What follows belongs to an exercise in optimizing a design on an open flow for small area, a short achievable clock period and few clock cycles per item; a production flow would make more cautious choices.
Where RTL was checked, it was by simulation tests only, not by an equivalence proof against the original.

run E:
==> flow/design.v <==
module factorial_core #(
    parameter int unsigned MAX_N = 20
) (
    input  logic             clk,
    input  logic             reset_n,
    input  logic             fifo_empty,
    input  logic [31:0]      fifo_dout,
    output logic             fifo_rd_en,
    output logic [63:0]      result,
    output logic             result_valid,
    input  logic             result_ready,
    output logic             overflow,
    output logic             busy
);
    logic        r_ok;
    logic        r_hs;
    logic        r_z;
    logic        w_pend;     
    logic        w_v0;       
    logic        w_v1;       
    logic [4:0]  r_c0;       
    logic [4:0]  r_c1;       
    logic [4:0]  w_code;
    logic        w_hs;
    logic        w_rd;
    logic [63:0] w_fact;
    assign w_code = {fifo_dout[4:3] | {2{|fifo_dout[31:5]}}, fifo_dout[2:0]};
    assign w_pend = r_hs && !r_z;
    assign w_v0   = r_ok ? r_z : r_hs;
    assign w_v1   = !r_ok && r_hs && r_z;
    assign w_hs   = w_v0 && result_ready;
    assign w_rd   = !fifo_empty && (r_ok || (r_hs && result_ready));
    logic w_l000;
    logic w_l001;
    logic w_l002;
    logic w_l003;
    logic w_l004;
    logic w_l005;
    logic w_l006;
    logic w_l007;
    logic w_l008;
    logic w_l009;
    logic w_l010;
    logic w_l011;
    logic w_l012;
    logic w_l013;
    logic w_l014;
    logic w_l015;
    logic w_l016;
    logic w_l017;
    logic w_l018;
    logic w_l019;
    logic w_l020;
    logic w_l021;
    logic w_l022;
    logic w_l023;
    logic w_l024;
    logic w_l025;
    logic w_l026;
    logic w_l027;
    logic w_l028;
    logic w_l029;
    logic w_l030;
    logic w_l031;
    logic w_l032;
    logic w_l033;
    logic w_l034;
    logic w_l035;
    logic w_l036;
    logic w_l037;
    logic w_l038;
    logic w_l039;
    logic w_l040;
    logic w_l041;
    assign w_l014 = r_c0[4] & ~r_c0[3];
    assign w_l015 = w_l014 & ~r_c0[2];
    assign w_fact[39] = w_l015 & r_c0[1];
    assign w_fact[47] = w_fact[39] & ~r_c0[0];
    assign w_l016 = ~(r_c0[1] | r_c0[0]);
    assign w_l017 = w_l016 & w_l014;
    assign w_fact[54] = w_l017 & r_c0[2];
    assign w_l018 = r_c0[1] & r_c0[0];
    assign w_fact[53] = w_l018 & w_l015;
    assign w_fact[55] = w_fact[53] | w_fact[54];
    assign w_l019 = ~r_c0[4] & r_c0[3];
    assign w_l020 = w_l019 & r_c0[2];
    assign w_fact[13] = w_l020 & ~r_c0[0];
    assign w_l021 = ~(w_l018 | w_l016);
    assign w_l022 = w_l021 & w_l015;
    assign w_fact[27] = w_l022 | w_fact[13];
    assign w_l023 = w_fact[27] & ~r_c0[1];
    assign w_fact[23] = w_l023 | w_fact[55];
    assign w_l024 = ~(w_l021 | r_c0[2]);
    assign w_l025 = w_l021 & r_c0[2];
    assign w_l026 = ~(w_l025 | w_l024);
    assign w_l027 = w_l018 & ~r_c0[2];
    assign w_fact[11] = ~w_l027 & w_l019;
    assign w_l028 = ~(w_l019 | w_l015);
    assign w_l029 = ~w_l028 & r_c0[1];
    assign w_l030 = w_l015 & ~r_c0[1];
    assign w_l031 = ~(w_l030 | w_l017);
    assign w_l032 = w_l026 & w_l019;
    assign w_fact[18] = w_l032 | ~w_l031;
    assign w_l033 = w_fact[18] & ~r_c0[2];
    assign w_fact[16] = w_l033 | w_l029;
    assign w_l034 = ~w_fact[16] & w_fact[11];
    assign w_l035 = w_l019 & ~r_c0[2];
    assign w_l036 = w_l035 & r_c0[1];
    assign w_fact[10] = w_l036 | w_l034;
    assign w_l037 = w_fact[10] & r_c0[0];
    assign w_l038 = w_l020 & r_c0[0];
    assign w_fact[41] = w_l017 | w_l015;
    assign w_l039 = ~(w_fact[41] | w_l038);
    assign w_fact[25] = ~w_l039 | w_l037;
    assign w_fact[37] = w_fact[25] & w_l026;
    assign w_fact[46] = w_fact[37] & w_fact[23];
    assign w_fact[42] = w_fact[54] | w_fact[47];
    assign w_l040 = ~(w_l039 | w_fact[10]);
    assign w_l041 = ~(w_l040 | w_fact[27]);
    assign w_fact[26] = ~(w_l041 | w_fact[42]);
    assign w_l000 = w_fact[26] & r_c0[1];
    assign w_fact[36] = w_l000 | w_fact[46];
    assign w_fact[45] = w_fact[54] | w_fact[39];
    assign w_fact[17] = w_l029 & ~w_l027;
    assign w_fact[20] = w_fact[17] | w_l017;
    assign w_l001 = w_fact[20] & w_fact[27];
    assign w_fact[34] = w_l001 | ~w_l031;
    assign w_l002 = r_c0[1] & ~r_c0[0];
    assign w_fact[33] = ~w_l002 & w_l015;
    assign w_fact[32] = ~(w_l039 | w_l026);
    assign w_fact[31] = w_fact[46] | w_fact[47];
    assign w_fact[44] = w_l015 & ~r_c0[0];
    assign w_fact[29] = w_l038 | w_l030;
    assign w_fact[30] = w_fact[29] | w_l001;
    assign w_fact[24] = w_fact[29] & ~w_fact[27];
    assign w_l003 = ~w_l002 & w_l020;
    assign w_fact[28] = w_l003 | w_fact[24];
    assign w_l004 = w_fact[16] & ~w_fact[53];
    assign w_fact[22] = w_l004 & w_fact[25];
    assign w_fact[21] = w_fact[20] | w_l037;
    assign w_l005 = ~(w_fact[32] | w_fact[27]);
    assign w_fact[19] = ~(w_l005 | w_fact[44]);
    assign w_fact[15] = ~(w_l028 | r_c0[1]);
    assign w_l006 = w_l002 & w_l035;
    assign w_fact[14] = w_l006 | w_l003;
    assign w_l007 = ~(r_c0[4] | r_c0[3]);
    assign w_fact[4] = w_l007 & r_c0[2];
    assign w_l008 = w_fact[4] & r_c0[1];
    assign w_l009 = w_l035 & ~r_c0[1];
    assign w_fact[7] = w_l009 | w_l008;
    assign w_l010 = ~(w_fact[7] | w_l020);
    assign w_l011 = ~(w_l010 | w_l021);
    assign w_fact[12] = w_l011 | w_l036;
    assign w_fact[40] = w_l040 & ~w_fact[47];
    assign w_fact[9] = w_l008 | w_l006;
    assign w_l012 = w_fact[4] & w_l018;
    assign w_fact[8] = w_l012 | w_l035;
    assign w_fact[6] = w_l007 & w_l025;
    assign w_fact[5] = w_fact[4] & r_c0[0];
    assign w_fact[3] = w_fact[4] & ~r_c0[1];
    assign w_fact[2] = w_l007 & w_l027;
    assign w_l013 = w_l007 & ~r_c0[2];
    assign w_fact[1] = w_l013 & r_c0[1];
    assign w_fact[0] = w_l013 & ~r_c0[1];
    assign { w_fact[63:56], w_fact[52:48], w_fact[43], w_fact[38], w_fact[35] } = { 2'h0, w_fact[54], 4'h0, w_fact[55], w_fact[39], 1'h0, w_fact[47], w_fact[42], w_fact[46], w_fact[39], w_fact[31], w_fact[31] };
    assign fifo_rd_en   = w_rd;
    assign result       = w_fact;
    assign overflow     = r_c0 > 5'(MAX_N);
    assign result_valid = w_v0;
    assign busy         = w_v0 || w_pend;
    logic w_nv0;
    logic w_nv1;
    logic w_nok;
    always_comb begin
        if (w_v0) begin
            w_nv0 = !w_hs || w_v1 || w_pend;
            w_nv1 = !w_hs && (w_v1 || w_pend);
        end else begin
            w_nv0 = w_pend;
            w_nv1 = 1'b0;
        end
        w_nok = !w_nv1 && !(w_nv0 && w_rd);
    end
    always_ff @(posedge clk or negedge reset_n) begin
        if (!reset_n) begin
            r_ok <= 1'b0;
            r_hs <= 1'b0;
            r_z  <= 1'b0;
        end else begin
            r_ok <= w_nok;
            r_hs <= w_nok ? (w_rd && !w_nv0) : 1'b1;
            r_z  <= w_nok ? w_nv0 : w_nv1;
        end
    end
    always_ff @(posedge clk) begin
        if (w_hs || !w_v0) r_c0 <= w_v1 ? r_c1 : w_code;
        if (w_hs || !w_v1) r_c1 <= w_code;
    end
endmodule
export LEC_CHECK = 0
export ABC_AREA = 1
export CAP_MARGIN = 20
export CORE_MARGIN = 2
export CORE_UTILIZATION = 40
export SLEW_MARGIN = 20
create_clock -name core_clock -period 10.0 [get_ports {clk}]
standard.sh (not shown) runs the stock make flow with config.mk's settings and CLKGATE_MAP_FILE= SYNTH_SCRIPT=/design/flow/synth_recipe.tcl, a recipe that flattens the netlist after the stock synthesis.
==> flow/flow/run.sh <==
#!/bin/bash
set -euo pipefail
export BUFFER_PORTS_ARGS="-buffer_cell sky130_fd_sc_hd__buf_1"
export SETUP_SLACK_MARGIN=5.6
export SKIP_REPAIR_TIE_FANOUT=1
for step in synth floorplan place cts route finish; do
  bash standard.sh "$step" > "log_$step.txt" 2>&1
done
Testbench counts of run E, summed over its fixed seeds: cycles 1,048, items 1,024.
Setup changes, run E to run H
--- a/flow/design.v
+++ b/flow/design.v
@@ -10,28 +10,26 @@
     output logic             result_valid,
     input  logic             result_ready,
     output logic             overflow,
     output logic             busy
 );
-    logic        r_ok;
-    logic        r_hs;
-    logic        r_z;
-    logic        w_pend;     
-    logic        w_v0;       
-    logic        w_v1;       
+    logic        r_pend;     
+    logic        r_v0;       
+    logic        r_v1;       
     logic [4:0]  r_c0;       
     logic [4:0]  r_c1;       
     logic [4:0]  w_code;
     logic        w_hs;
     logic        w_rd;
+    logic        w_rdok;
+    logic        w_rdhs;
     logic [63:0] w_fact;
     assign w_code = {fifo_dout[4:3] | {2{|fifo_dout[31:5]}}, fifo_dout[2:0]};
-    assign w_pend = r_hs && !r_z;
-    assign w_v0   = r_ok ? r_z : r_hs;
-    assign w_v1   = !r_ok && r_hs && r_z;
-    assign w_hs   = w_v0 && result_ready;
-    assign w_rd   = !fifo_empty && (r_ok || (r_hs && result_ready));
+    assign w_hs = r_v0 && result_ready;
+    assign w_rdok = !r_v1 && !(r_v0 && r_pend);
+    assign w_rdhs = r_v0 && (r_v1 || r_pend);
+    assign w_rd   = !fifo_empty && (w_rdok || (w_rdhs && result_ready));
     logic w_l000;
     logic w_l001;
     logic w_l002;
     logic w_l003;
     logic w_l004;
@@ -164,36 +162,34 @@
     assign w_fact[0] = w_l013 & ~r_c0[1];
     assign { w_fact[63:56], w_fact[52:48], w_fact[43], w_fact[38], w_fact[35] } = { 2'h0, w_fact[54], 4'h0, w_fact[55], w_fact[39], 1'h0, w_fact[47], w_fact[42], w_fact[46], w_fact[39], w_fact[31], w_fact[31] };
     assign fifo_rd_en   = w_rd;
     assign result       = w_fact;
     assign overflow     = r_c0 > 5'(MAX_N);
-    assign result_valid = w_v0;
-    assign busy         = w_v0 || w_pend;
-    logic w_nv0;
-    logic w_nv1;
-    logic w_nok;
+    assign result_valid = r_v0;
+    assign busy         = r_v0 || r_pend;
+    logic w_v0;
+    logic w_v1;
     always_comb begin
-        if (w_v0) begin
-            w_nv0 = !w_hs || w_v1 || w_pend;
-            w_nv1 = !w_hs && (w_v1 || w_pend);
+        if (r_v0) begin
+            w_v0 = !w_hs || r_v1 || r_pend;
+            w_v1 = !w_hs && (r_v1 || r_pend);
         end else begin
-            w_nv0 = w_pend;
-            w_nv1 = 1'b0;
+            w_v0 = r_pend;
+            w_v1 = 1'b0;
         end
-        w_nok = !w_nv1 && !(w_nv0 && w_rd);
     end
     always_ff @(posedge clk or negedge reset_n) begin
         if (!reset_n) begin
-            r_ok <= 1'b0;
-            r_hs <= 1'b0;
-            r_z  <= 1'b0;
+            r_pend <= 1'b0;
+            r_v0   <= 1'b0;
+            r_v1   <= 1'b1;
         end else begin
-            r_ok <= w_nok;
-            r_hs <= w_nok ? (w_rd && !w_nv0) : 1'b1;
-            r_z  <= w_nok ? w_nv0 : w_nv1;
+            r_pend <= w_rd;
+            r_v0   <= w_v0;
+            r_v1   <= w_v1;
         end
     end
     always_ff @(posedge clk) begin
-        if (w_hs || !w_v0) r_c0 <= w_v1 ? r_c1 : w_code;
-        if (w_hs || !w_v1) r_c1 <= w_code;
+        if (w_hs || !r_v0) r_c0 <= r_v1 ? r_c1 : w_code;
+        if (w_hs || !r_v1) r_c1 <= w_code;
     end
 endmodule
### Flow results
Relative to run E, the die outline width measured on run H has decreased slightly.
Run H against run E: design area held steady, final core utilization grew by 0.58 points, number of filler instances in the final layout shrank by 16, setup slack shrank by 190 ps.
The fraction of standard cell area in multi-input logic was comparable across run E and run H.
Run E -> run H: synthesized cell count decreased by a few percent
[compare] base=run E new=run H: adder-cell area share of the yosys netlist held, global-route track usage on met1 went down 1.7 points.
No functional check of the RTL was part of run H.

re-timing with driven ports:
How much do the figures lean on ideal ports? The routed layouts below were timed once more, with nothing changed but the port constraints. Step 1, drivers: a clkbuf_16 drives clk and a buf_2 each remaining input, both assumed. Step 2 times the ports against the registers' clock, not the clock port: input delays grow and output delays shrink by t, the midpoint of the rising clock arrivals with the driver on. Three values: ideal, step 1, step 2; two values: the first two.
run | t (ns) | slack for setup (ns) | cell pins on the clock port's net
run E | 0.279 | 5.582 / 5.527 / 5.527 | 1
run H | 0.285 | 5.388 / 5.356 / 5.356 | 1
After both steps every run listed still meets setup and hold. For run E, which loses most, drivers alone change the setup slack by -0.055 ns; drivers and shift together by -0.055 ns.
